This is an optimization exercise on Yosys and OpenROAD, whose aim is small area, a short achievable clock period and few clock cycles per item, not a production implementation. For this run, only the layout was checked, not whether the RTL still works.

## flow/flow/run.sh

```bash
#!/bin/bash
# The standard layout (standard.sh, unchanged synthesis and steps), with
# plain buffers instead of delay cells as the port buffers.
set -euo pipefail
export BUFFER_PORTS_ARGS="-buffer_cell sky130_fd_sc_hd__buf_1"
bash standard.sh > standard.log 2>&1
```

## flow/standard.sh

```bash
#!/bin/bash
# synth_recipe.tcl (not shown) runs the flow's synth.tcl, then flattens the netlist and writes it again
# the make line also repeats each setting of config.mk as NAME=value (left out here)
make -C /OpenROAD-flow-scripts/flow DESIGN_CONFIG=/design/flow/config.mk WORK_HOME=/design/flow/orfs CLKGATE_MAP_FILE= SYNTH_SCRIPT=/design/flow/synth_recipe.tcl "${@:-finish}"
```

## flow/config.mk

```make
export PLATFORM = sky130hd
export DESIGN_NAME = fc_layer_top
export DESIGN_NICKNAME = fc_layer_top
export VERILOG_FILES = /design/flow/design.v
export SDC_FILE = /design/flow/constraint.sdc
export NUM_CORES = 4
export LEC_CHECK = 0
export CAP_MARGIN = 20
export CORE_MARGIN = 2
export CORE_UTILIZATION = 55
export CTS_BUF_LIST = sky130_fd_sc_hd__clkbuf_16
export CTS_CLUSTER_DIAMETER = 100
export CTS_CLUSTER_SIZE = 28
export PLACE_DENSITY = 0.6
export SETUP_SLACK_MARGIN = 5
export SLEW_MARGIN = 20
```

## flow/constraint.sdc

```tcl
create_clock -name core_clock -period 9.0 [get_ports {clk}]
set_input_delay 1.8000 -clock core_clock [delete_from_list [all_inputs] [get_ports {clk}]]
set_output_delay 1.8000 -clock core_clock [all_outputs]
set_load 0.01 [all_outputs]
```

## flow/design.v

```verilog
`default_nettype none
package fc_pkg;
    localparam int BYTE_W    = 8;
    localparam int WORD_W    = 32;
    localparam int IN_COUNT  = 8;
    localparam int OUT_COUNT = 4;
    localparam int ACC_W     = 20;
    localparam int FEATURE_W = IN_COUNT * BYTE_W;
    localparam int FRAME_WORDS = (FEATURE_W + OUT_COUNT * FEATURE_W
                                  + OUT_COUNT * BYTE_W) / WORD_W;
    localparam int STEP_W = 4;
    typedef enum logic {
        LOAD_RECEIVE,
        LOAD_COMPUTE
    } loader_state_t;
    typedef enum logic [1:0] {
        LANE_IDLE,
        LANE_ACCUMULATE,
        LANE_BIAS_ADD,
        LANE_DONE
    } lane_state_t;
endpackage
`default_nettype wire
`default_nettype none
module fc_dot4_cs (
    input  wire [47:0] bd,    
    input  wire [31:0] w,
    output wire [18:0] s,
    output wire [18:0] c
);
wire x1;
wire x2;
wire x3;
wire x4;
wire x5;
wire x6;
wire x7;
wire x8;
wire x9;
wire nx10;
wire x11;
wire x12;
wire x13;
wire x14;
wire x15;
wire x16;
wire x17;
wire x18;
wire x19;
wire nx20;
wire x21;
wire x22;
wire x23;
wire x24;
wire x25;
wire x26;
wire x27;
wire x28;
wire x29;
wire nx30;
wire x31;
wire x32;
wire x33;
wire x34;
wire x35;
wire x36;
wire x37;
wire x38;
wire x39;
wire nx40;
wire x41;
wire x42;
wire x43;
wire x44;
wire x45;
wire x46;
wire x47;
wire x48;
wire x49;
wire nx50;
wire x51;
wire x52;
wire x53;
wire x54;
wire x55;
wire x56;
wire x57;
wire x58;
wire x59;
wire nx60;
wire x61;
wire x62;
wire x63;
wire x64;
wire x65;
wire x66;
wire x67;
wire x68;
wire x69;
wire nx70;
wire x71;
wire x72;
wire x73;
wire x74;
wire x75;
wire x76;
wire x77;
wire x78;
wire x79;
wire nx80;
wire x81;
wire x82;
wire x83;
wire x84;
wire x85;
wire x86;
wire x87;
wire x88;
wire x89;
wire nx90;
wire x91;
wire x92;
wire x93;
wire x94;
wire x95;
wire x96;
wire x97;
wire x98;
wire x99;
wire nx100;
wire x101;
wire x102;
wire x103;
wire x104;
wire x105;
wire x106;
wire x107;
wire x108;
wire x109;
wire nx110;
wire x111;
wire x112;
wire x113;
wire x114;
wire x115;
wire x116;
wire x117;
wire x118;
wire x119;
wire nx120;
wire x121;
wire x122;
wire x123;
wire x124;
wire x125;
wire x126;
wire x127;
wire x128;
wire x129;
wire nx130;
wire x131;
wire x132;
wire x133;
wire x134;
wire x135;
wire x136;
wire x137;
wire x138;
wire x139;
wire nx140;
wire x141;
wire x142;
wire x143;
wire x144;
wire x145;
wire x146;
wire x147;
wire x148;
wire x149;
wire nx150;
wire x151;
wire x152;
wire x153;
wire x154;
wire x155;
wire x156;
wire x157;
wire x158;
wire x159;
wire nx160;
wire s161;
wire c162;
wire s163;
wire c164;
wire s165;
wire c166;
wire s167;
wire c168;
wire s169;
wire c170;
wire s171;
wire c172;
wire s173;
wire c174;
wire s175;
wire c176;
wire s177;
wire c178;
wire s179;
wire c180;
wire s181;
wire c182;
wire s183;
wire c184;
wire s185;
wire c186;
wire s187;
wire c188;
wire s189;
wire c190;
wire s191;
wire c192;
wire s193;
wire c194;
wire s195;
wire c196;
wire s197;
wire c198;
wire s199;
wire c200;
wire s201;
wire c202;
wire s203;
wire c204;
wire s205;
wire c206;
wire s207;
wire c208;
wire s209;
wire c210;
wire s211;
wire c212;
wire s213;
wire c214;
wire s215;
wire c216;
wire s217;
wire c218;
wire s219;
wire c220;
wire s221;
wire c222;
wire s223;
wire c224;
wire s225;
wire c226;
wire s227;
wire c228;
wire s229;
wire c230;
wire s231;
wire c232;
wire s233;
wire c234;
wire s235;
wire c236;
wire s237;
wire c238;
wire s239;
wire c240;
wire s241;
wire c242;
wire s243;
wire c244;
wire s245;
wire c246;
wire s247;
wire c248;
wire s249;
wire c250;
wire s251;
wire c252;
wire s253;
wire c254;
wire s255;
wire c256;
wire s257;
wire c258;
wire s259;
wire c260;
wire s261;
wire c262;
wire s263;
wire c264;
wire s265;
wire c266;
wire s267;
wire c268;
wire s269;
wire c270;
wire s271;
wire c272;
wire s273;
wire c274;
wire s275;
wire c276;
wire s277;
wire c278;
wire s279;
wire c280;
wire s281;
wire c282;
wire s283;
wire c284;
wire s285;
wire c286;
wire s287;
wire c288;
wire s289;
wire c290;
wire s291;
wire c292;
wire s293;
wire c294;
wire s295;
wire c296;
wire s297;
wire c298;
wire s299;
wire c300;
wire s301;
wire c302;
wire s303;
wire c304;
wire s305;
wire c306;
wire s307;
wire c308;
wire s309;
wire c310;
wire s311;
wire c312;
wire s313;
wire c314;
wire s315;
wire c316;
wire s317;
wire c318;
wire s319;
wire c320;
wire s321;
wire c322;
wire s323;
wire c324;
wire s325;
wire c326;
wire s327;
wire c328;
wire s329;
wire c330;
wire s331;
wire c332;
wire s333;
wire c334;
wire s335;
wire c336;
wire s337;
wire c338;
wire s339;
wire c340;
wire s341;
wire c342;
wire s343;
wire c344;
wire s345;
wire c346;
wire s347;
wire c348;
wire s349;
wire c350;
wire s351;
wire c352;
wire s353;
wire c354;
wire s355;
wire c356;
wire s357;
wire c358;
wire s359;
wire c360;
wire s361;
wire c362;
wire s363;
wire c364;
wire s365;
wire c366;
wire s367;
wire c368;
wire s369;
wire c370;
wire s371;
wire c372;
wire s373;
wire c374;
wire s375;
wire c376;
wire s377;
wire c378;
wire s379;
wire c380;
wire s381;
wire c382;
wire s383;
wire c384;
wire s385;
wire c386;
wire s387;
wire c388;
wire s389;
wire c390;
wire s391;
wire c392;
wire s393;
wire c394;
wire s395;
wire c396;
wire s397;
wire c398;
wire s399;
wire c400;
wire s401;
wire c402;
wire s403;
wire c404;
wire s405;
wire c406;
wire s407;
wire c408;
wire s409;
wire c410;
wire s411;
wire c412;
wire s413;
wire c414;
wire s415;
wire c416;
wire s417;
wire c418;
wire s419;
wire c420;
wire s421;
wire c422;
wire s423;
wire c424;
wire s425;
wire c426;
wire s427;
wire c428;
wire s429;
wire c430;
wire s431;
wire c432;
wire s433;
wire c434;
wire s435;
wire c436;
wire s437;
wire c438;
wire s439;
wire c440;
wire s441;
wire c442;
wire s443;
wire c444;
wire s445;
wire c446;
wire s447;
wire c448;
wire s449;
wire c450;
wire s451;
wire c452;
wire s453;
wire c454;
wire s455;
wire c456;
assign x1 = ((bd[0] & w[0]) | (bd[1] & 1'b0)) ^ bd[2];
assign x2 = ((bd[0] & w[1]) | (bd[1] & w[0])) ^ bd[2];
assign x3 = ((bd[0] & w[2]) | (bd[1] & w[1])) ^ bd[2];
assign x4 = ((bd[0] & w[3]) | (bd[1] & w[2])) ^ bd[2];
assign x5 = ((bd[0] & w[4]) | (bd[1] & w[3])) ^ bd[2];
assign x6 = ((bd[0] & w[5]) | (bd[1] & w[4])) ^ bd[2];
assign x7 = ((bd[0] & w[6]) | (bd[1] & w[5])) ^ bd[2];
assign x8 = ((bd[0] & w[7]) | (bd[1] & w[6])) ^ bd[2];
assign x9 = ((bd[0] & w[7]) | (bd[1] & w[7])) ^ bd[2];
assign nx10 = ~x9;
assign x11 = ((bd[3] & w[0]) | (bd[4] & 1'b0)) ^ bd[5];
assign x12 = ((bd[3] & w[1]) | (bd[4] & w[0])) ^ bd[5];
assign x13 = ((bd[3] & w[2]) | (bd[4] & w[1])) ^ bd[5];
assign x14 = ((bd[3] & w[3]) | (bd[4] & w[2])) ^ bd[5];
assign x15 = ((bd[3] & w[4]) | (bd[4] & w[3])) ^ bd[5];
assign x16 = ((bd[3] & w[5]) | (bd[4] & w[4])) ^ bd[5];
assign x17 = ((bd[3] & w[6]) | (bd[4] & w[5])) ^ bd[5];
assign x18 = ((bd[3] & w[7]) | (bd[4] & w[6])) ^ bd[5];
assign x19 = ((bd[3] & w[7]) | (bd[4] & w[7])) ^ bd[5];
assign nx20 = ~x19;
assign x21 = ((bd[6] & w[0]) | (bd[7] & 1'b0)) ^ bd[8];
assign x22 = ((bd[6] & w[1]) | (bd[7] & w[0])) ^ bd[8];
assign x23 = ((bd[6] & w[2]) | (bd[7] & w[1])) ^ bd[8];
assign x24 = ((bd[6] & w[3]) | (bd[7] & w[2])) ^ bd[8];
assign x25 = ((bd[6] & w[4]) | (bd[7] & w[3])) ^ bd[8];
assign x26 = ((bd[6] & w[5]) | (bd[7] & w[4])) ^ bd[8];
assign x27 = ((bd[6] & w[6]) | (bd[7] & w[5])) ^ bd[8];
assign x28 = ((bd[6] & w[7]) | (bd[7] & w[6])) ^ bd[8];
assign x29 = ((bd[6] & w[7]) | (bd[7] & w[7])) ^ bd[8];
assign nx30 = ~x29;
assign x31 = ((bd[9] & w[0]) | (bd[10] & 1'b0)) ^ bd[11];
assign x32 = ((bd[9] & w[1]) | (bd[10] & w[0])) ^ bd[11];
assign x33 = ((bd[9] & w[2]) | (bd[10] & w[1])) ^ bd[11];
assign x34 = ((bd[9] & w[3]) | (bd[10] & w[2])) ^ bd[11];
assign x35 = ((bd[9] & w[4]) | (bd[10] & w[3])) ^ bd[11];
assign x36 = ((bd[9] & w[5]) | (bd[10] & w[4])) ^ bd[11];
assign x37 = ((bd[9] & w[6]) | (bd[10] & w[5])) ^ bd[11];
assign x38 = ((bd[9] & w[7]) | (bd[10] & w[6])) ^ bd[11];
assign x39 = ((bd[9] & w[7]) | (bd[10] & w[7])) ^ bd[11];
assign nx40 = ~x39;
assign x41 = ((bd[12] & w[8]) | (bd[13] & 1'b0)) ^ bd[14];
assign x42 = ((bd[12] & w[9]) | (bd[13] & w[8])) ^ bd[14];
assign x43 = ((bd[12] & w[10]) | (bd[13] & w[9])) ^ bd[14];
assign x44 = ((bd[12] & w[11]) | (bd[13] & w[10])) ^ bd[14];
assign x45 = ((bd[12] & w[12]) | (bd[13] & w[11])) ^ bd[14];
assign x46 = ((bd[12] & w[13]) | (bd[13] & w[12])) ^ bd[14];
assign x47 = ((bd[12] & w[14]) | (bd[13] & w[13])) ^ bd[14];
assign x48 = ((bd[12] & w[15]) | (bd[13] & w[14])) ^ bd[14];
assign x49 = ((bd[12] & w[15]) | (bd[13] & w[15])) ^ bd[14];
assign nx50 = ~x49;
assign x51 = ((bd[15] & w[8]) | (bd[16] & 1'b0)) ^ bd[17];
assign x52 = ((bd[15] & w[9]) | (bd[16] & w[8])) ^ bd[17];
assign x53 = ((bd[15] & w[10]) | (bd[16] & w[9])) ^ bd[17];
assign x54 = ((bd[15] & w[11]) | (bd[16] & w[10])) ^ bd[17];
assign x55 = ((bd[15] & w[12]) | (bd[16] & w[11])) ^ bd[17];
assign x56 = ((bd[15] & w[13]) | (bd[16] & w[12])) ^ bd[17];
assign x57 = ((bd[15] & w[14]) | (bd[16] & w[13])) ^ bd[17];
assign x58 = ((bd[15] & w[15]) | (bd[16] & w[14])) ^ bd[17];
assign x59 = ((bd[15] & w[15]) | (bd[16] & w[15])) ^ bd[17];
assign nx60 = ~x59;
assign x61 = ((bd[18] & w[8]) | (bd[19] & 1'b0)) ^ bd[20];
assign x62 = ((bd[18] & w[9]) | (bd[19] & w[8])) ^ bd[20];
assign x63 = ((bd[18] & w[10]) | (bd[19] & w[9])) ^ bd[20];
assign x64 = ((bd[18] & w[11]) | (bd[19] & w[10])) ^ bd[20];
assign x65 = ((bd[18] & w[12]) | (bd[19] & w[11])) ^ bd[20];
assign x66 = ((bd[18] & w[13]) | (bd[19] & w[12])) ^ bd[20];
assign x67 = ((bd[18] & w[14]) | (bd[19] & w[13])) ^ bd[20];
assign x68 = ((bd[18] & w[15]) | (bd[19] & w[14])) ^ bd[20];
assign x69 = ((bd[18] & w[15]) | (bd[19] & w[15])) ^ bd[20];
assign nx70 = ~x69;
assign x71 = ((bd[21] & w[8]) | (bd[22] & 1'b0)) ^ bd[23];
assign x72 = ((bd[21] & w[9]) | (bd[22] & w[8])) ^ bd[23];
assign x73 = ((bd[21] & w[10]) | (bd[22] & w[9])) ^ bd[23];
assign x74 = ((bd[21] & w[11]) | (bd[22] & w[10])) ^ bd[23];
assign x75 = ((bd[21] & w[12]) | (bd[22] & w[11])) ^ bd[23];
assign x76 = ((bd[21] & w[13]) | (bd[22] & w[12])) ^ bd[23];
assign x77 = ((bd[21] & w[14]) | (bd[22] & w[13])) ^ bd[23];
assign x78 = ((bd[21] & w[15]) | (bd[22] & w[14])) ^ bd[23];
assign x79 = ((bd[21] & w[15]) | (bd[22] & w[15])) ^ bd[23];
assign nx80 = ~x79;
assign x81 = ((bd[24] & w[16]) | (bd[25] & 1'b0)) ^ bd[26];
assign x82 = ((bd[24] & w[17]) | (bd[25] & w[16])) ^ bd[26];
assign x83 = ((bd[24] & w[18]) | (bd[25] & w[17])) ^ bd[26];
assign x84 = ((bd[24] & w[19]) | (bd[25] & w[18])) ^ bd[26];
assign x85 = ((bd[24] & w[20]) | (bd[25] & w[19])) ^ bd[26];
assign x86 = ((bd[24] & w[21]) | (bd[25] & w[20])) ^ bd[26];
assign x87 = ((bd[24] & w[22]) | (bd[25] & w[21])) ^ bd[26];
assign x88 = ((bd[24] & w[23]) | (bd[25] & w[22])) ^ bd[26];
assign x89 = ((bd[24] & w[23]) | (bd[25] & w[23])) ^ bd[26];
assign nx90 = ~x89;
assign x91 = ((bd[27] & w[16]) | (bd[28] & 1'b0)) ^ bd[29];
assign x92 = ((bd[27] & w[17]) | (bd[28] & w[16])) ^ bd[29];
assign x93 = ((bd[27] & w[18]) | (bd[28] & w[17])) ^ bd[29];
assign x94 = ((bd[27] & w[19]) | (bd[28] & w[18])) ^ bd[29];
assign x95 = ((bd[27] & w[20]) | (bd[28] & w[19])) ^ bd[29];
assign x96 = ((bd[27] & w[21]) | (bd[28] & w[20])) ^ bd[29];
assign x97 = ((bd[27] & w[22]) | (bd[28] & w[21])) ^ bd[29];
assign x98 = ((bd[27] & w[23]) | (bd[28] & w[22])) ^ bd[29];
assign x99 = ((bd[27] & w[23]) | (bd[28] & w[23])) ^ bd[29];
assign nx100 = ~x99;
assign x101 = ((bd[30] & w[16]) | (bd[31] & 1'b0)) ^ bd[32];
assign x102 = ((bd[30] & w[17]) | (bd[31] & w[16])) ^ bd[32];
assign x103 = ((bd[30] & w[18]) | (bd[31] & w[17])) ^ bd[32];
assign x104 = ((bd[30] & w[19]) | (bd[31] & w[18])) ^ bd[32];
assign x105 = ((bd[30] & w[20]) | (bd[31] & w[19])) ^ bd[32];
assign x106 = ((bd[30] & w[21]) | (bd[31] & w[20])) ^ bd[32];
assign x107 = ((bd[30] & w[22]) | (bd[31] & w[21])) ^ bd[32];
assign x108 = ((bd[30] & w[23]) | (bd[31] & w[22])) ^ bd[32];
assign x109 = ((bd[30] & w[23]) | (bd[31] & w[23])) ^ bd[32];
assign nx110 = ~x109;
assign x111 = ((bd[33] & w[16]) | (bd[34] & 1'b0)) ^ bd[35];
assign x112 = ((bd[33] & w[17]) | (bd[34] & w[16])) ^ bd[35];
assign x113 = ((bd[33] & w[18]) | (bd[34] & w[17])) ^ bd[35];
assign x114 = ((bd[33] & w[19]) | (bd[34] & w[18])) ^ bd[35];
assign x115 = ((bd[33] & w[20]) | (bd[34] & w[19])) ^ bd[35];
assign x116 = ((bd[33] & w[21]) | (bd[34] & w[20])) ^ bd[35];
assign x117 = ((bd[33] & w[22]) | (bd[34] & w[21])) ^ bd[35];
assign x118 = ((bd[33] & w[23]) | (bd[34] & w[22])) ^ bd[35];
assign x119 = ((bd[33] & w[23]) | (bd[34] & w[23])) ^ bd[35];
assign nx120 = ~x119;
assign x121 = ((bd[36] & w[24]) | (bd[37] & 1'b0)) ^ bd[38];
assign x122 = ((bd[36] & w[25]) | (bd[37] & w[24])) ^ bd[38];
assign x123 = ((bd[36] & w[26]) | (bd[37] & w[25])) ^ bd[38];
assign x124 = ((bd[36] & w[27]) | (bd[37] & w[26])) ^ bd[38];
assign x125 = ((bd[36] & w[28]) | (bd[37] & w[27])) ^ bd[38];
assign x126 = ((bd[36] & w[29]) | (bd[37] & w[28])) ^ bd[38];
assign x127 = ((bd[36] & w[30]) | (bd[37] & w[29])) ^ bd[38];
assign x128 = ((bd[36] & w[31]) | (bd[37] & w[30])) ^ bd[38];
assign x129 = ((bd[36] & w[31]) | (bd[37] & w[31])) ^ bd[38];
assign nx130 = ~x129;
assign x131 = ((bd[39] & w[24]) | (bd[40] & 1'b0)) ^ bd[41];
assign x132 = ((bd[39] & w[25]) | (bd[40] & w[24])) ^ bd[41];
assign x133 = ((bd[39] & w[26]) | (bd[40] & w[25])) ^ bd[41];
assign x134 = ((bd[39] & w[27]) | (bd[40] & w[26])) ^ bd[41];
assign x135 = ((bd[39] & w[28]) | (bd[40] & w[27])) ^ bd[41];
assign x136 = ((bd[39] & w[29]) | (bd[40] & w[28])) ^ bd[41];
assign x137 = ((bd[39] & w[30]) | (bd[40] & w[29])) ^ bd[41];
assign x138 = ((bd[39] & w[31]) | (bd[40] & w[30])) ^ bd[41];
assign x139 = ((bd[39] & w[31]) | (bd[40] & w[31])) ^ bd[41];
assign nx140 = ~x139;
assign x141 = ((bd[42] & w[24]) | (bd[43] & 1'b0)) ^ bd[44];
assign x142 = ((bd[42] & w[25]) | (bd[43] & w[24])) ^ bd[44];
assign x143 = ((bd[42] & w[26]) | (bd[43] & w[25])) ^ bd[44];
assign x144 = ((bd[42] & w[27]) | (bd[43] & w[26])) ^ bd[44];
assign x145 = ((bd[42] & w[28]) | (bd[43] & w[27])) ^ bd[44];
assign x146 = ((bd[42] & w[29]) | (bd[43] & w[28])) ^ bd[44];
assign x147 = ((bd[42] & w[30]) | (bd[43] & w[29])) ^ bd[44];
assign x148 = ((bd[42] & w[31]) | (bd[43] & w[30])) ^ bd[44];
assign x149 = ((bd[42] & w[31]) | (bd[43] & w[31])) ^ bd[44];
assign nx150 = ~x149;
assign x151 = ((bd[45] & w[24]) | (bd[46] & 1'b0)) ^ bd[47];
assign x152 = ((bd[45] & w[25]) | (bd[46] & w[24])) ^ bd[47];
assign x153 = ((bd[45] & w[26]) | (bd[46] & w[25])) ^ bd[47];
assign x154 = ((bd[45] & w[27]) | (bd[46] & w[26])) ^ bd[47];
assign x155 = ((bd[45] & w[28]) | (bd[46] & w[27])) ^ bd[47];
assign x156 = ((bd[45] & w[29]) | (bd[46] & w[28])) ^ bd[47];
assign x157 = ((bd[45] & w[30]) | (bd[46] & w[29])) ^ bd[47];
assign x158 = ((bd[45] & w[31]) | (bd[46] & w[30])) ^ bd[47];
assign x159 = ((bd[45] & w[31]) | (bd[46] & w[31])) ^ bd[47];
assign nx160 = ~x159;
assign s161 = x7 ^ x15;
assign c162 = x7 & x15;
assign s163 = x5 ^ x13 ^ x21;
assign c164 = (x5 ^ x13) ? x21 : x5;
assign s165 = bd[8] ^ x45;
assign c166 = bd[8] & x45;
assign s167 = x6 ^ x14;
assign c168 = x6 & x14;
assign s169 = x23 ^ x31 ^ bd[11];
assign c170 = (x23 ^ x31) ? bd[11] : x23;
assign s171 = x47 ^ x55 ^ x63;
assign c172 = (x47 ^ x55) ? x63 : x47;
assign s173 = x71 ^ bd[23] ^ x87;
assign c174 = (x71 ^ bd[23]) ? x87 : x71;
assign s175 = x95 ^ x103;
assign c176 = x95 & x103;
assign s177 = x8 ^ x16 ^ x24;
assign c178 = (x8 ^ x16) ? x24 : x8;
assign s179 = x32 ^ x48 ^ x56;
assign c180 = (x32 ^ x48) ? x56 : x32;
assign s181 = x64 ^ x72 ^ x88;
assign c182 = (x64 ^ x72) ? x88 : x64;
assign s183 = x96 ^ x104 ^ x112;
assign c184 = (x96 ^ x104) ? x112 : x96;
assign s185 = nx10 ^ x17 ^ x25;
assign c186 = (nx10 ^ x17) ? x25 : nx10;
assign s187 = x33 ^ nx50 ^ x57;
assign c188 = (x33 ^ nx50) ? x57 : x33;
assign s189 = x65 ^ x73 ^ nx90;
assign c190 = (x65 ^ x73) ? nx90 : x65;
assign s191 = x97 ^ x105;
assign c192 = x97 & x105;
assign s193 = x18 ^ x26 ^ x34;
assign c194 = (x18 ^ x26) ? x34 : x18;
assign s195 = x58 ^ x66;
assign c196 = x58 & x66;
assign s197 = nx20 ^ x27 ^ x35;
assign c198 = (nx20 ^ x27) ? x35 : nx20;
assign s199 = x3 ^ x11 ^ bd[5];
assign c200 = (x3 ^ x11) ? bd[5] : x3;
assign s201 = x43 ^ x51;
assign c202 = x43 & x51;
assign s203 = x4 ^ x12;
assign c204 = x4 & x12;
assign s205 = x53 ^ x61 ^ bd[20];
assign c206 = (x53 ^ x61) ? bd[20] : x53;
assign s207 = x85 ^ x93 ^ x101;
assign c208 = (x85 ^ x93) ? x101 : x85;
assign s209 = bd[32] ^ x125;
assign c210 = bd[32] & x125;
assign s211 = x22 ^ x46 ^ x54;
assign c212 = (x22 ^ x46) ? x54 : x22;
assign s213 = x62 ^ x86 ^ x94;
assign c214 = (x62 ^ x86) ? x94 : x62;
assign s215 = x102 ^ x126 ^ x134;
assign c216 = (x102 ^ x126) ? x134 : x102;
assign s217 = x142 ^ s167;
assign c218 = x142 & s167;
assign s219 = x111 ^ bd[35] ^ x127;
assign c220 = (x111 ^ bd[35]) ? x127 : x111;
assign s221 = x135 ^ x143 ^ x151;
assign c222 = (x135 ^ x143) ? x151 : x135;
assign s223 = bd[47] ^ s161 ^ s169;
assign c224 = (bd[47] ^ s161) ? s169 : bd[47];
assign s225 = s171 ^ s173 ^ s175;
assign c226 = (s171 ^ s173) ? s175 : s171;
assign s227 = x128 ^ x136 ^ x144;
assign c228 = (x128 ^ x136) ? x144 : x128;
assign s229 = x152 ^ c162 ^ s177;
assign c230 = (x152 ^ c162) ? s177 : x152;
assign s231 = s179 ^ s181 ^ s183;
assign c232 = (s179 ^ s181) ? s183 : s179;
assign s233 = c170 ^ c172 ^ c174;
assign c234 = (c170 ^ c172) ? c174 : c170;
assign s235 = x113 ^ nx130 ^ x137;
assign c236 = (x113 ^ nx130) ? x137 : x113;
assign s237 = x145 ^ x153 ^ s185;
assign c238 = (x145 ^ x153) ? s185 : x145;
assign s239 = s187 ^ s189 ^ s191;
assign c240 = (s187 ^ s189) ? s191 : s187;
assign s241 = c178 ^ c180 ^ c182;
assign c242 = (c178 ^ c180) ? c182 : c178;
assign s243 = x74 ^ x98 ^ x106;
assign c244 = (x74 ^ x98) ? x106 : x74;
assign s245 = x114 ^ x138 ^ x146;
assign c246 = (x114 ^ x138) ? x146 : x114;
assign s247 = x154 ^ s193 ^ s195;
assign c248 = (x154 ^ s193) ? s195 : x154;
assign s249 = c186 ^ c188 ^ c190;
assign c250 = (c186 ^ c188) ? c190 : c186;
assign s251 = nx60 ^ x67 ^ x75;
assign c252 = (nx60 ^ x67) ? x75 : nx60;
assign s253 = nx100 ^ x107 ^ x115;
assign c254 = (nx100 ^ x107) ? x115 : nx100;
assign s255 = nx140 ^ x147 ^ x155;
assign c256 = (nx140 ^ x147) ? x155 : nx140;
assign s257 = s197 ^ c194 ^ c196;
assign c258 = (s197 ^ c194) ? c196 : s197;
assign s259 = x28 ^ x36 ^ x68;
assign c260 = (x28 ^ x36) ? x68 : x28;
assign s261 = x76 ^ x108 ^ x116;
assign c262 = (x76 ^ x108) ? x116 : x76;
assign s263 = x148 ^ x156;
assign c264 = x148 & x156;
assign s265 = nx30 ^ x37 ^ nx70;
assign c266 = (nx30 ^ x37) ? nx70 : nx30;
assign s267 = x1 ^ bd[2] ^ x41;
assign c268 = (x1 ^ bd[2]) ? x41 : x1;
assign s269 = bd[17] ^ x83 ^ x91;
assign c270 = (bd[17] ^ x83) ? x91 : bd[17];
assign s271 = bd[29] ^ x123;
assign c272 = bd[29] & x123;
assign s273 = x44 ^ x52 ^ x84;
assign c274 = (x44 ^ x52) ? x84 : x44;
assign s275 = x92 ^ x124 ^ x132;
assign c276 = (x92 ^ x124) ? x132 : x92;
assign s277 = s203 ^ c200;
assign c278 = s203 & c200;
assign s279 = x133 ^ x141 ^ bd[44];
assign c280 = (x133 ^ x141) ? bd[44] : x133;
assign s281 = s163 ^ s165 ^ s205;
assign c282 = (s163 ^ s165) ? s205 : s163;
assign s283 = s207 ^ s209 ^ c204;
assign c284 = (s207 ^ s209) ? c204 : s207;
assign s285 = c164 ^ c166 ^ s211;
assign c286 = (c164 ^ c166) ? s211 : c164;
assign s287 = s213 ^ s215 ^ s217;
assign c288 = (s213 ^ s215) ? s217 : s213;
assign s289 = c206 ^ c208 ^ c210;
assign c290 = (c206 ^ c208) ? c210 : c206;
assign s291 = c168 ^ s219 ^ s221;
assign c292 = (c168 ^ s219) ? s221 : c168;
assign s293 = s223 ^ s225 ^ c212;
assign c294 = (s223 ^ s225) ? c212 : s223;
assign s295 = c214 ^ c216 ^ c218;
assign c296 = (c214 ^ c216) ? c218 : c214;
assign s297 = c176 ^ s227 ^ s229;
assign c298 = (c176 ^ s227) ? s229 : c176;
assign s299 = s231 ^ s233 ^ c220;
assign c300 = (s231 ^ s233) ? c220 : s231;
assign s301 = c222 ^ c224 ^ c226;
assign c302 = (c222 ^ c224) ? c226 : c222;
assign s303 = c184 ^ s235 ^ s237;
assign c304 = (c184 ^ s235) ? s237 : c184;
assign s305 = s239 ^ s241 ^ c228;
assign c306 = (s239 ^ s241) ? c228 : s239;
assign s307 = c230 ^ c232 ^ c234;
assign c308 = (c230 ^ c232) ? c234 : c230;
assign s309 = c192 ^ s243 ^ s245;
assign c310 = (c192 ^ s243) ? s245 : c192;
assign s311 = s247 ^ s249 ^ c236;
assign c312 = (s247 ^ s249) ? c236 : s247;
assign s313 = c238 ^ c240 ^ c242;
assign c314 = (c238 ^ c240) ? c242 : c238;
assign s315 = s251 ^ s253 ^ s255;
assign c316 = (s251 ^ s253) ? s255 : s251;
assign s317 = s257 ^ c244 ^ c246;
assign c318 = (s257 ^ c244) ? c246 : s257;
assign s319 = c248 ^ c250 ^ 1'b1;
assign c320 = (c248 ^ c250) ? 1'b1 : c248;
assign s321 = c198 ^ s259 ^ s261;
assign c322 = (c198 ^ s259) ? s261 : c198;
assign s323 = s263 ^ c252 ^ c254;
assign c324 = (s263 ^ c252) ? c254 : s263;
assign s325 = c256 ^ c258 ^ 1'b1;
assign c326 = (c256 ^ c258) ? 1'b1 : c256;
assign s327 = x77 ^ nx110 ^ x117;
assign c328 = (x77 ^ nx110) ? x117 : x77;
assign s329 = nx150 ^ x157 ^ s265;
assign c330 = (nx150 ^ x157) ? s265 : nx150;
assign s331 = c260 ^ c262 ^ c264;
assign c332 = (c260 ^ c262) ? c264 : c260;
assign s333 = x38 ^ x78 ^ x118;
assign c334 = (x38 ^ x78) ? x118 : x38;
assign s335 = x158 ^ c266;
assign c336 = x158 & c266;
assign s337 = bd[14] ^ x81 ^ bd[26];
assign c338 = (bd[14] ^ x81) ? bd[26] : bd[14];
assign s339 = x2 ^ x42 ^ x82;
assign c340 = (x2 ^ x42) ? x82 : x2;
assign s341 = x131 ^ bd[41] ^ s199;
assign c342 = (x131 ^ bd[41]) ? s199 : x131;
assign s343 = s201 ^ s269;
assign c344 = s201 & s269;
assign s345 = c202 ^ s273 ^ s275;
assign c346 = (c202 ^ s273) ? s275 : c202;
assign s347 = s277 ^ c270 ^ c272;
assign c348 = (s277 ^ c270) ? c272 : s277;
assign s349 = s279 ^ s281 ^ s283;
assign c350 = (s279 ^ s281) ? s283 : s279;
assign s351 = c274 ^ c276 ^ c278;
assign c352 = (c274 ^ c276) ? c278 : c274;
assign s353 = s285 ^ s287 ^ s289;
assign c354 = (s285 ^ s287) ? s289 : s285;
assign s355 = c280 ^ c282 ^ c284;
assign c356 = (c280 ^ c282) ? c284 : c280;
assign s357 = s291 ^ s293 ^ s295;
assign c358 = (s291 ^ s293) ? s295 : s291;
assign s359 = c286 ^ c288 ^ c290;
assign c360 = (c286 ^ c288) ? c290 : c286;
assign s361 = s297 ^ s299 ^ s301;
assign c362 = (s297 ^ s299) ? s301 : s297;
assign s363 = c292 ^ c294 ^ c296;
assign c364 = (c292 ^ c294) ? c296 : c292;
assign s365 = s303 ^ s305 ^ s307;
assign c366 = (s303 ^ s305) ? s307 : s303;
assign s367 = c298 ^ c300 ^ c302;
assign c368 = (c298 ^ c300) ? c302 : c298;
assign s369 = s309 ^ s311 ^ s313;
assign c370 = (s309 ^ s311) ? s313 : s309;
assign s371 = c304 ^ c306 ^ c308;
assign c372 = (c304 ^ c306) ? c308 : c304;
assign s373 = s315 ^ s317 ^ s319;
assign c374 = (s315 ^ s317) ? s319 : s315;
assign s375 = c310 ^ c312 ^ c314;
assign c376 = (c310 ^ c312) ? c314 : c310;
assign s377 = s321 ^ s323 ^ s325;
assign c378 = (s321 ^ s323) ? s325 : s321;
assign s379 = c316 ^ c318 ^ c320;
assign c380 = (c316 ^ c318) ? c320 : c316;
assign s381 = s327 ^ s329 ^ s331;
assign c382 = (s327 ^ s329) ? s331 : s327;
assign s383 = c322 ^ c324 ^ c326;
assign c384 = (c322 ^ c324) ? c326 : c322;
assign s385 = s333 ^ s335 ^ c328;
assign c386 = (s333 ^ s335) ? c328 : s333;
assign s387 = c330 ^ c332 ^ 1'b1;
assign c388 = (c330 ^ c332) ? 1'b1 : c330;
assign s389 = nx40 ^ nx80 ^ nx120;
assign c390 = (nx40 ^ nx80) ? nx120 : nx40;
assign s391 = nx160 ^ c334 ^ c336;
assign c392 = (nx160 ^ c334) ? c336 : nx160;
assign s393 = x121 ^ bd[38];
assign c394 = x121 & bd[38];
assign s395 = x122 ^ c268 ^ s339;
assign c396 = (x122 ^ c268) ? s339 : x122;
assign s397 = s271 ^ s341 ^ s343;
assign c398 = (s271 ^ s341) ? s343 : s271;
assign s399 = s345 ^ s347 ^ c342;
assign c400 = (s345 ^ s347) ? c342 : s345;
assign s401 = s349 ^ s351 ^ c346;
assign c402 = (s349 ^ s351) ? c346 : s349;
assign s403 = s353 ^ s355 ^ c350;
assign c404 = (s353 ^ s355) ? c350 : s353;
assign s405 = s357 ^ s359 ^ c354;
assign c406 = (s357 ^ s359) ? c354 : s357;
assign s407 = s361 ^ s363 ^ c358;
assign c408 = (s361 ^ s363) ? c358 : s361;
assign s409 = s365 ^ s367 ^ c362;
assign c410 = (s365 ^ s367) ? c362 : s365;
assign s411 = s369 ^ s371 ^ c366;
assign c412 = (s369 ^ s371) ? c366 : s369;
assign s413 = s373 ^ s375 ^ c370;
assign c414 = (s373 ^ s375) ? c370 : s373;
assign s415 = s377 ^ s379 ^ c374;
assign c416 = (s377 ^ s379) ? c374 : s377;
assign s417 = s381 ^ s383 ^ c378;
assign c418 = (s381 ^ s383) ? c378 : s381;
assign s419 = s385 ^ s387 ^ c382;
assign c420 = (s385 ^ s387) ? c382 : s385;
assign s421 = s389 ^ s391 ^ c386;
assign c422 = (s389 ^ s391) ? c386 : s389;
assign s423 = c390 ^ c392;
assign c424 = c390 & c392;
assign s425 = s267 ^ s337;
assign c426 = s267 & s337;
assign s427 = c338 ^ s395 ^ c394;
assign c428 = (c338 ^ s395) ? c394 : c338;
assign s429 = c340 ^ s397 ^ c396;
assign c430 = (c340 ^ s397) ? c396 : c340;
assign s431 = c344 ^ s399 ^ c398;
assign c432 = (c344 ^ s399) ? c398 : c344;
assign s433 = c348 ^ s401 ^ c400;
assign c434 = (c348 ^ s401) ? c400 : c348;
assign s435 = c352 ^ s403 ^ c402;
assign c436 = (c352 ^ s403) ? c402 : c352;
assign s437 = c356 ^ s405 ^ c404;
assign c438 = (c356 ^ s405) ? c404 : c356;
assign s439 = c360 ^ s407 ^ c406;
assign c440 = (c360 ^ s407) ? c406 : c360;
assign s441 = c364 ^ s409 ^ c408;
assign c442 = (c364 ^ s409) ? c408 : c364;
assign s443 = c368 ^ s411 ^ c410;
assign c444 = (c368 ^ s411) ? c410 : c368;
assign s445 = c372 ^ s413 ^ c412;
assign c446 = (c372 ^ s413) ? c412 : c372;
assign s447 = c376 ^ s415 ^ c414;
assign c448 = (c376 ^ s415) ? c414 : c376;
assign s449 = c380 ^ s417 ^ c416;
assign c450 = (c380 ^ s417) ? c416 : c380;
assign s451 = c384 ^ s419 ^ c418;
assign c452 = (c384 ^ s419) ? c418 : c384;
assign s453 = c388 ^ s421 ^ c420;
assign c454 = (c388 ^ s421) ? c420 : c388;
assign s455 = s423 ^ c422 ^ 1'b1;
assign c456 = (s423 ^ c422) ? 1'b1 : s423;
assign s = {1'b1, 1'b1, c424, s455, s453, s451, s449, s447, s445, s443, s441, s439, s437, s435, s433, s431, s429, s427, s393};
assign c = {1'b0, 1'b0, c456, c454, c452, c450, c448, c446, c444, c442, c440, c438, c436, c434, c432, c430, c428, c426, s425};
endmodule
`default_nettype wire
`default_nettype none
module fc_add4 (
    input  wire [18:0] x,
    input  wire [18:0] s,
    input  wire [18:0] c,
    input  wire [18:0] b,
    output wire [18:0] y
);
wire l1_t0;
wire l1_s0;
wire l1_c0;
wire l1_t1;
wire l1_s1;
wire l1_c1;
wire l1_t2;
wire l1_s2;
wire l1_c2;
wire l1_t3;
wire l1_s3;
wire l1_c3;
wire l1_t4;
wire l1_s4;
wire l1_c4;
wire l1_t5;
wire l1_s5;
wire l1_c5;
wire l1_t6;
wire l1_s6;
wire l1_c6;
wire l1_t7;
wire l1_s7;
wire l1_c7;
wire l1_t8;
wire l1_s8;
wire l1_c8;
wire l1_t9;
wire l1_s9;
wire l1_c9;
wire l1_t10;
wire l1_s10;
wire l1_c10;
wire l1_t11;
wire l1_s11;
wire l1_c11;
wire l1_t12;
wire l1_s12;
wire l1_c12;
wire l1_t13;
wire l1_s13;
wire l1_c13;
wire l1_t14;
wire l1_s14;
wire l1_c14;
wire l1_t15;
wire l1_s15;
wire l1_c15;
wire l1_t16;
wire l1_s16;
wire l1_c16;
wire l1_t17;
wire l1_s17;
wire l1_c17;
wire l1_t18;
wire l1_s18;
wire l1_c18;
wire l2_t0;
wire l2_s0;
wire l2_c0;
wire l2_t1;
wire l2_s1;
wire l2_c1;
wire l2_t2;
wire l2_s2;
wire l2_c2;
wire l2_t3;
wire l2_s3;
wire l2_c3;
wire l2_t4;
wire l2_s4;
wire l2_c4;
wire l2_t5;
wire l2_s5;
wire l2_c5;
wire l2_t6;
wire l2_s6;
wire l2_c6;
wire l2_t7;
wire l2_s7;
wire l2_c7;
wire l2_t8;
wire l2_s8;
wire l2_c8;
wire l2_t9;
wire l2_s9;
wire l2_c9;
wire l2_t10;
wire l2_s10;
wire l2_c10;
wire l2_t11;
wire l2_s11;
wire l2_c11;
wire l2_t12;
wire l2_s12;
wire l2_c12;
wire l2_t13;
wire l2_s13;
wire l2_c13;
wire l2_t14;
wire l2_s14;
wire l2_c14;
wire l2_t15;
wire l2_s15;
wire l2_c15;
wire l2_t16;
wire l2_s16;
wire l2_c16;
wire l2_t17;
wire l2_s17;
wire l2_c17;
wire l2_t18;
wire l2_s18;
wire l2_c18;
assign l1_t0 = s[0] ^ c[0];
assign l1_s0 = l1_t0 ^ x[0];
assign l1_c0 = l1_t0 ? x[0] : s[0];
assign l1_t1 = s[1] ^ c[1];
assign l1_s1 = l1_t1 ^ x[1];
assign l1_c1 = l1_t1 ? x[1] : s[1];
assign l1_t2 = s[2] ^ c[2];
assign l1_s2 = l1_t2 ^ x[2];
assign l1_c2 = l1_t2 ? x[2] : s[2];
assign l1_t3 = s[3] ^ c[3];
assign l1_s3 = l1_t3 ^ x[3];
assign l1_c3 = l1_t3 ? x[3] : s[3];
assign l1_t4 = s[4] ^ c[4];
assign l1_s4 = l1_t4 ^ x[4];
assign l1_c4 = l1_t4 ? x[4] : s[4];
assign l1_t5 = s[5] ^ c[5];
assign l1_s5 = l1_t5 ^ x[5];
assign l1_c5 = l1_t5 ? x[5] : s[5];
assign l1_t6 = s[6] ^ c[6];
assign l1_s6 = l1_t6 ^ x[6];
assign l1_c6 = l1_t6 ? x[6] : s[6];
assign l1_t7 = s[7] ^ c[7];
assign l1_s7 = l1_t7 ^ x[7];
assign l1_c7 = l1_t7 ? x[7] : s[7];
assign l1_t8 = s[8] ^ c[8];
assign l1_s8 = l1_t8 ^ x[8];
assign l1_c8 = l1_t8 ? x[8] : s[8];
assign l1_t9 = s[9] ^ c[9];
assign l1_s9 = l1_t9 ^ x[9];
assign l1_c9 = l1_t9 ? x[9] : s[9];
assign l1_t10 = s[10] ^ c[10];
assign l1_s10 = l1_t10 ^ x[10];
assign l1_c10 = l1_t10 ? x[10] : s[10];
assign l1_t11 = s[11] ^ c[11];
assign l1_s11 = l1_t11 ^ x[11];
assign l1_c11 = l1_t11 ? x[11] : s[11];
assign l1_t12 = s[12] ^ c[12];
assign l1_s12 = l1_t12 ^ x[12];
assign l1_c12 = l1_t12 ? x[12] : s[12];
assign l1_t13 = s[13] ^ c[13];
assign l1_s13 = l1_t13 ^ x[13];
assign l1_c13 = l1_t13 ? x[13] : s[13];
assign l1_t14 = s[14] ^ c[14];
assign l1_s14 = l1_t14 ^ x[14];
assign l1_c14 = l1_t14 ? x[14] : s[14];
assign l1_t15 = s[15] ^ c[15];
assign l1_s15 = l1_t15 ^ x[15];
assign l1_c15 = l1_t15 ? x[15] : s[15];
assign l1_t16 = s[16] ^ c[16];
assign l1_s16 = l1_t16 ^ x[16];
assign l1_c16 = l1_t16 ? x[16] : s[16];
assign l1_t17 = s[17] ^ c[17];
assign l1_s17 = l1_t17 ^ x[17];
assign l1_c17 = l1_t17 ? x[17] : s[17];
assign l1_t18 = s[18] ^ c[18];
assign l1_s18 = l1_t18 ^ x[18];
assign l1_c18 = l1_t18 ? x[18] : s[18];
assign l2_t0 = l1_s0 ^ 1'b0;
assign l2_s0 = l2_t0 ^ b[0];
assign l2_c0 = l2_t0 ? b[0] : l1_s0;
assign l2_t1 = l1_s1 ^ l1_c0;
assign l2_s1 = l2_t1 ^ b[1];
assign l2_c1 = l2_t1 ? b[1] : l1_s1;
assign l2_t2 = l1_s2 ^ l1_c1;
assign l2_s2 = l2_t2 ^ b[2];
assign l2_c2 = l2_t2 ? b[2] : l1_s2;
assign l2_t3 = l1_s3 ^ l1_c2;
assign l2_s3 = l2_t3 ^ b[3];
assign l2_c3 = l2_t3 ? b[3] : l1_s3;
assign l2_t4 = l1_s4 ^ l1_c3;
assign l2_s4 = l2_t4 ^ b[4];
assign l2_c4 = l2_t4 ? b[4] : l1_s4;
assign l2_t5 = l1_s5 ^ l1_c4;
assign l2_s5 = l2_t5 ^ b[5];
assign l2_c5 = l2_t5 ? b[5] : l1_s5;
assign l2_t6 = l1_s6 ^ l1_c5;
assign l2_s6 = l2_t6 ^ b[6];
assign l2_c6 = l2_t6 ? b[6] : l1_s6;
assign l2_t7 = l1_s7 ^ l1_c6;
assign l2_s7 = l2_t7 ^ b[7];
assign l2_c7 = l2_t7 ? b[7] : l1_s7;
assign l2_t8 = l1_s8 ^ l1_c7;
assign l2_s8 = l2_t8 ^ b[8];
assign l2_c8 = l2_t8 ? b[8] : l1_s8;
assign l2_t9 = l1_s9 ^ l1_c8;
assign l2_s9 = l2_t9 ^ b[9];
assign l2_c9 = l2_t9 ? b[9] : l1_s9;
assign l2_t10 = l1_s10 ^ l1_c9;
assign l2_s10 = l2_t10 ^ b[10];
assign l2_c10 = l2_t10 ? b[10] : l1_s10;
assign l2_t11 = l1_s11 ^ l1_c10;
assign l2_s11 = l2_t11 ^ b[11];
assign l2_c11 = l2_t11 ? b[11] : l1_s11;
assign l2_t12 = l1_s12 ^ l1_c11;
assign l2_s12 = l2_t12 ^ b[12];
assign l2_c12 = l2_t12 ? b[12] : l1_s12;
assign l2_t13 = l1_s13 ^ l1_c12;
assign l2_s13 = l2_t13 ^ b[13];
assign l2_c13 = l2_t13 ? b[13] : l1_s13;
assign l2_t14 = l1_s14 ^ l1_c13;
assign l2_s14 = l2_t14 ^ b[14];
assign l2_c14 = l2_t14 ? b[14] : l1_s14;
assign l2_t15 = l1_s15 ^ l1_c14;
assign l2_s15 = l2_t15 ^ b[15];
assign l2_c15 = l2_t15 ? b[15] : l1_s15;
assign l2_t16 = l1_s16 ^ l1_c15;
assign l2_s16 = l2_t16 ^ b[16];
assign l2_c16 = l2_t16 ? b[16] : l1_s16;
assign l2_t17 = l1_s17 ^ l1_c16;
assign l2_s17 = l2_t17 ^ b[17];
assign l2_c17 = l2_t17 ? b[17] : l1_s17;
assign l2_t18 = l1_s18 ^ l1_c17;
assign l2_s18 = l2_t18 ^ b[18];
assign l2_c18 = l2_t18 ? b[18] : l1_s18;
assign y = {l2_s18, l2_s17, l2_s16, l2_s15, l2_s14, l2_s13, l2_s12, l2_s11, l2_s10, l2_s9, l2_s8, l2_s7, l2_s6, l2_s5, l2_s4, l2_s3, l2_s2, l2_s1, l2_s0} + {l2_c17, l2_c16, l2_c15, l2_c14, l2_c13, l2_c12, l2_c11, l2_c10, l2_c9, l2_c8, l2_c7, l2_c6, l2_c5, l2_c4, l2_c3, l2_c2, l2_c1, l2_c0, 1'b0};
endmodule
`default_nettype wire
`timescale 1ns/1ns
`default_nettype none
import fc_pkg::*;
module fc_layer_top (
    input  wire logic              clk,
    input  wire logic              rstn,
    input  wire logic              in_valid,
    input  wire logic [WORD_W-1:0] in_data,
    output logic                   out_valid,
    output logic      [WORD_W-1:0] out_data
);
    localparam int SW = 19;
    function automatic logic [7:0] quant(input logic [SW-1:0] x);
        if ((x[SW-1:15] == '0) || (x[SW-1:15] == '1)) quant = x[15:8];
        else quant = x[SW-1] ? 8'h80 : 8'h7F;
    endfunction
    logic        vq;
    logic [31:0] dq;
    logic [3:0]  cnt;       
    logic [3:0]  nidx;      
    logic        ldq, wtq, finq;
    assign nidx = !vq ? cnt : (cnt == 4'd10) ? 4'd0 : cnt + 4'd1;
    always_ff @(posedge clk) dq <= in_valid ? in_data : '0;
    always_ff @(posedge clk or negedge rstn) begin
        if (!rstn) begin
            vq   <= 1'b0;
            cnt  <= '0;
            ldq  <= 1'b0;
            wtq  <= 1'b0;
            finq <= 1'b0;
        end else begin
            vq   <= in_valid;
            cnt  <= nidx;
            ldq  <= in_valid && (nidx < 4'd2);
            wtq  <= in_valid && (nidx >= 4'd2) && (nidx <= 4'd9);
            finq <= in_valid && (nidx == 4'd10);
        end
    end
    logic [31:0] fhi, fhi_d;
    logic [47:0] flo, flo_d;
    always_comb begin
        for (int b = 0; b < 4; b++) begin
            for (int i = 0; i < 4; i++) begin
                logic f2, f1, f0;
                f2 = fhi[8*b+2*i+1];
                f1 = fhi[8*b+2*i];
                f0 = (i == 0) ? 1'b0 : fhi[8*b+2*i-1];
                flo_d[12*b+3*i]   = f1 ^ f0;
                flo_d[12*b+3*i+1] = (f2 & !f1 & !f0) | (!f2 & f1 & f0);
                flo_d[12*b+3*i+2] = f2;
                fhi_d[8*b+2*i+1] = flo[12*b+3*i+2];
                fhi_d[8*b+2*i]   = flo[12*b+3*i] ^ ((i == 0) ? 1'b0 : flo[12*b+3*i-1]);
            end
        end
    end
    always_ff @(posedge clk) begin
        if (ldq || wtq) begin
            flo <= flo_d;
            fhi <= ldq ? dq : fhi_d;
        end
    end
    logic [SW-1:0] s_d, c_d, cs_s, cs_c;
    fc_dot4_cs u_dot (
        .bd (flo),
        .w  (dq),
        .s  (s_d),
        .c  (c_d)
    );
    always_ff @(posedge clk) begin
        cs_s <= s_d;
        cs_c <= c_d;
    end
    logic e_even, e_r0, e_r1, e_r2, e_a3;
    always_ff @(posedge clk or negedge rstn) begin
        if (!rstn) begin
            e_even <= 1'b0;
            e_r0   <= 1'b0;
            e_r1   <= 1'b0;
            e_r2   <= 1'b0;
            e_a3   <= 1'b0;
        end else begin
            e_even <= wtq && !cnt[0];
            e_r0   <= wtq && (cnt == 4'd3);
            e_r1   <= wtq && (cnt == 4'd5);
            e_r2   <= wtq && (cnt == 4'd7);
            e_a3   <= wtq && (cnt == 4'd9);
        end
    end
    logic [SW-1:0] acc, r0, r1, r2;
    logic [SW-1:0] sum;
    logic [7:0]    b3;
    logic [SW-1:0] r0b, r1b, r2b;      
    assign b3  = finq ? dq[31:24] : 8'h00;
    fc_add4 u_sum (
        .x (e_even ? '0 : acc),
        .s (cs_s),
        .c (cs_c),
        .b ({{(SW-8){b3[7]}}, b3}),
        .y (sum)
    );
    function automatic logic [SW-1:0] add_bias(input logic [SW-1:0] r, input logic [7:0] b);
        logic [8:0]    lo;
        logic [SW-9:0] h, inc, dec;
        lo = {1'b0, r[7:0]} + {1'b0, b};
        h  = r[SW-1:8];
        for (int i = 0; i < SW - 8; i++) begin
            inc[i] = h[i] ^ ((i == 0) ? 1'b1 : ((h | ~((SW-8)'((1 << i) - 1))) == '1));
            dec[i] = h[i] ^ ((i == 0) ? 1'b1 : ~|(h & ((1 << i) - 1)));
        end
        if (lo[8] && !b[7])      add_bias = {inc, r[7:0]};
        else if (!lo[8] && b[7]) add_bias = {dec, r[7:0]};
        else                     add_bias = r;
    endfunction
    assign r0b = add_bias(r0, dq[7:0]);
    assign r1b = add_bias(r1, dq[15:8]);
    assign r2b = add_bias(r2, dq[23:16]);
    logic [7:0] q0, q1, q2;
    always_ff @(posedge clk) begin
        if (e_even || e_a3 || finq) acc <= sum;
        if (e_r0) r0 <= sum;
        if (e_r1) r1 <= sum;
        if (e_r2) r2 <= sum;
        q0 <= quant(r0b);
        q1 <= quant(r1b);
        q2 <= quant(r2b);
    end
    always_ff @(posedge clk or negedge rstn) begin
        if (!rstn) out_valid <= 1'b0;
        else       out_valid <= finq;
    end
    assign out_data = {quant(acc), q2, q1, q0};
endmodule
`default_nettype wire
```

==> flow_summary.json <==
{
  "outcome": "finished clean",
  "worst_slew_pin_slew_ps": 937,
  "wl_met2_mm": 23.2,
  "path_cells": "nand2b_1, xnor2_1, maj3_2, ha_1, a21o_1, a21oi_2, o21ai_0, a21oi_2, o21ai_1, a21oi_2, nor2b_1, o31ai_2, a21oi_2, a311oi_2, a21oi_2, xor2_2",
  "grt_setup_unrepaired": "false",
  "critPathMaxStageDelay_ps": 460,
  "clk_path_buf_depth": 3,
  "reg2reg_to": "acc[18]$_DFFE_PP_",
  "layout-drive-gt1-share_pct": 6.24,
  "ys_seq_elements": 260,
  "routed_wl_mm": 46.6,
  "slew_headroom_pct": 37.5,
  "yosys-top-cells-count": "xnor2_1 (351), edfxtp_1 (156), nand2_1 (129)",
  "overflow": 0,
  "clockRootBuffer": "clkbuf_16",
  "cp_data_arrival_time_ps": 4100,
  "routabilityCongestion": 0.909,
  "vias": 13000,
  "tns_ps": 0,
  "drtIter0Drc": 760,
  "cp-startpoint": "e_even$_DFF_PN0_",
  "post-route-min-period_ps": 3840,
  "dp_cells": 2259,
  "yosysTopAreaCell": "edfxtp_1",
  "dieHeight_um": 187,
  "clock_sinks": 260,
  "grt_max_degree": 75,
  "worst_skew_pair.late_latency_ps": 510,
  "synth_edf_count": 156,
  "cp-start-kind": "register",
  "nets": 1955,
  "rows": 67,
  "synth_area_um2": 18500,
  "yosysWarnings": 1,
  "dp_hpwl_mm": 36.2,
  "postSynthAreaPerCell_um2": 10.0,
  "placed_area_um2": 18900,
  "netlist.area_leader.share_pct": 25.3,
  "stdcell_area_um2": 19500,
  "numCtsBuffers": 14,
  "hold_viol_final": 0,
  "maxCapViolCount": 0,
  "r2r_start": "e_even$_DFF_PN0_",
  "drt-wirelength-per-cell_um": 20.3,
  "timing.hold.ws_ps": 457,
  "track_usage_pct": 26.2,
  "grt_first_pass_wirelength_mm": 71.1,
  "cp_data_required_time_ps": 9260,
  "min_path_type": "register to register",
  "rr_worst_depth": 16,
  "criticalPathCategory": "register to register",
  "cts_tree": "done",
  "start_util_pct": 55.4,
  "yosys-top-cells-area": "edfxtp_1 (25%), xnor2_1 (17%), dfxtp_1 (9.7%)",
  "yosys.cell_count.top_type": "xnor2_1",
  "crit_path_end": "acc[18]$_DFFE_PP_",
  "synth_fp_nets": 1965,
  "cp_common_cell": "a21oi_2",
  "reg2reg_setup_slack_ps": 5160,
  "dieWidth_um": 187,
  "syn_inst": 1844,
  "clk_pin_slew_ps": 100,
  "io_buffer_count": 67,
  "met3_length_mm": 2.00,
  "grt_pass1_vias": 12500,
  "synthFlopType": "edfxtp_1",
  "stdcell_count": 2290,
  "avgViaCountPerCell": 5.69,
  "antenna_found_initial": 1,
  "drc_errors": 0,
  "h-tree-depth": 1,
  "core_area_um2": 33400,
  "synthArstFlopShare_pct": 5.38,
  "areaGrowthSynthToFinish_pct": 5.30,
  "finalSetupViolations": 0,
  "detail-route-antenna-nets": 0,
  "n_antenna_cell": 0,
  "firstDrtPassIters": 6,
  "ys_seq_area_share_pct": 37.0,
  "post-route-period-util_pct": 42.6,
  "die_area_um2": 35100,
  "pin_count": 68,
  "cp_max_fo": 5,
  "ctsHoldBuffers": 0,
  "fmax_ghz": 0.261,
  "ys_types": 60,
  "wl_met1_mm": 19.1,
  "crit_slowest_cell": "dfrtp_2",
  "drv_slew": 0,
  "finClkSkew_ps": 15.6,
  "routed.top_layer": "met5",
  "crit_path_end_kind": "register"
}
-- cell usage in the layout, fill, tap and decap left out, types with 9 or more instances in the layout --
cell	Yosys	layout
and2_1	40	40
inv_1	51	54
nor2_1	78	78
nor2b_1	18	18
a21oi_1	64	58
xnor2_1	351	350
xor2_1	127	126
dfxtp_1	90	88
mux2_2	32	32
nand2b_1	28	27
nand3_1	11	11
a31oi_1	9	9
o21ai_0	100	92
ha_1	84	82
clkbuf_16	0	15
nor3b_1	14	14
a22oi_1	113	113
a21o_1	19	19
dfrtp_1	14	12
maj3_1	97	94
buf_1	5	67
nand2_1	129	129
buf_4	2	14
nand3b_1	13	13
maj3_2	6	9
edfxtp_1	156	156
-- area by class of cell --
type                    instances  area [um^2]
fillers                      2945        13900
multi-input cells            1424        11100
flip-flops and latches        260         6840
well taps                     448          561
clock buffers                  15          375
repair buffers                 83          373
inverters                      51          191
clock inverters                 9         66.3
-- worst max-delay path: cells and delay by family, from the launching register on --
family	cells	cell delay, ps
simple gates	2	270
xor+xnor	2	380
fa+ha+maj	2	630
flops	1	460
compound gates	10	1850
-- registers in the layout, summed over array words and instances (netlist names), 4 cells and up --
name / flops
flo: 48
dq: 32
fhi: 32
acc: 19
r0: 19
r1: 19
r2: 19
cs_c: 17
cs_s: 17
q0: 8
q1: 8
q2: 8
cnt: 4
-- how the worst min path moves through the flow --
stage	startpoint	slack, ps	endpoint	cells past startpoint
2_1_floorplan	finq$_DFF_PN0_	350	out_valid$_DFF_PN0_	0
3_3_place_gp	fhi[24]$_DFFE_PP_	430	flo[36]$_DFFE_PP_	0
3_5_place_dp	fhi[16]$_DFFE_PP_	440	flo[24]$_DFFE_PP_	0
4_1_cts	fhi[16]$_DFFE_PP_	460	flo[24]$_DFFE_PP_	0
5_1_grt	fhi[16]$_DFFE_PP_	480	flo[24]$_DFFE_PP_	0
6_report	fhi[16]$_DFFE_PP_	460	flo[24]$_DFFE_PP_	0
-- what timing repair did --
item,in CTS,in global routing
pin swaps,0,16
endpoints found under the hold margin,0,0
setup buffers,2,5
gates resized for setup,12,25
setup endpoints to repair,36,44
-- stage by stage --
step | setup WS, ps | util (%)
finish | 5160 | 58.4
global route | 4930 | 58.4
CTS | 5050 | 58.0
detailed placement | 4470 | 56.6
global placement | 4580 | 56.6
floorplan | 5040 | -
-- metal layers --
metal | track usage (%) | up-vias
li1 | - | 6360
met1 | 31.4 | 6259
met2 | 47.6 | 319
met3 | 2.72 | 95
met4 | 11.6 | 2
met5 | 0 | -
-- cells by family after synthesis --
logic type / count (synthesis) / share of synthesized area [%]
simple gates: 361 / 9.48
buf+inv: 160 / 3.70
flops: 260 / 37.0
xor+xnor: 490 / 24.1
compound gates: 344 / 11.9
fa+ha+maj: 189 / 11.5
mux: 40 / 2.38

-- afterwards: timing with drivers on the ports --
How much do the figures lean on ideal ports? The routed layout below was timed once more, with nothing changed but the port constraints. Step 1 (the two cells are an assumption about what drives the block):
set clk [get_ports {clk}]
set_driving_cell -lib_cell sky130_fd_sc_hd__clkbuf_16 $clk
set_driving_cell -lib_cell sky130_fd_sc_hd__buf_2 [delete_from_list [all_inputs] $clk]
Step 2 times the ports against the registers' clock, not the clock port: input delays grow and output delays shrink by t, the midpoint of the rising clock arrivals with the driver on. Slacks: ideal ports / drivers / drivers and shift; pairs: ideal ports / drivers.
shift t [ns]: 0.565
setup slack, ns: 5.162 / 5.107 / 5.162
worst hold slack (ns): 0.457 / 0.457 / 0.457
After both steps this run still meets setup and hold. The setup slack of this run moves by -0.055 ns with the drivers and by 0.000 ns with both steps.
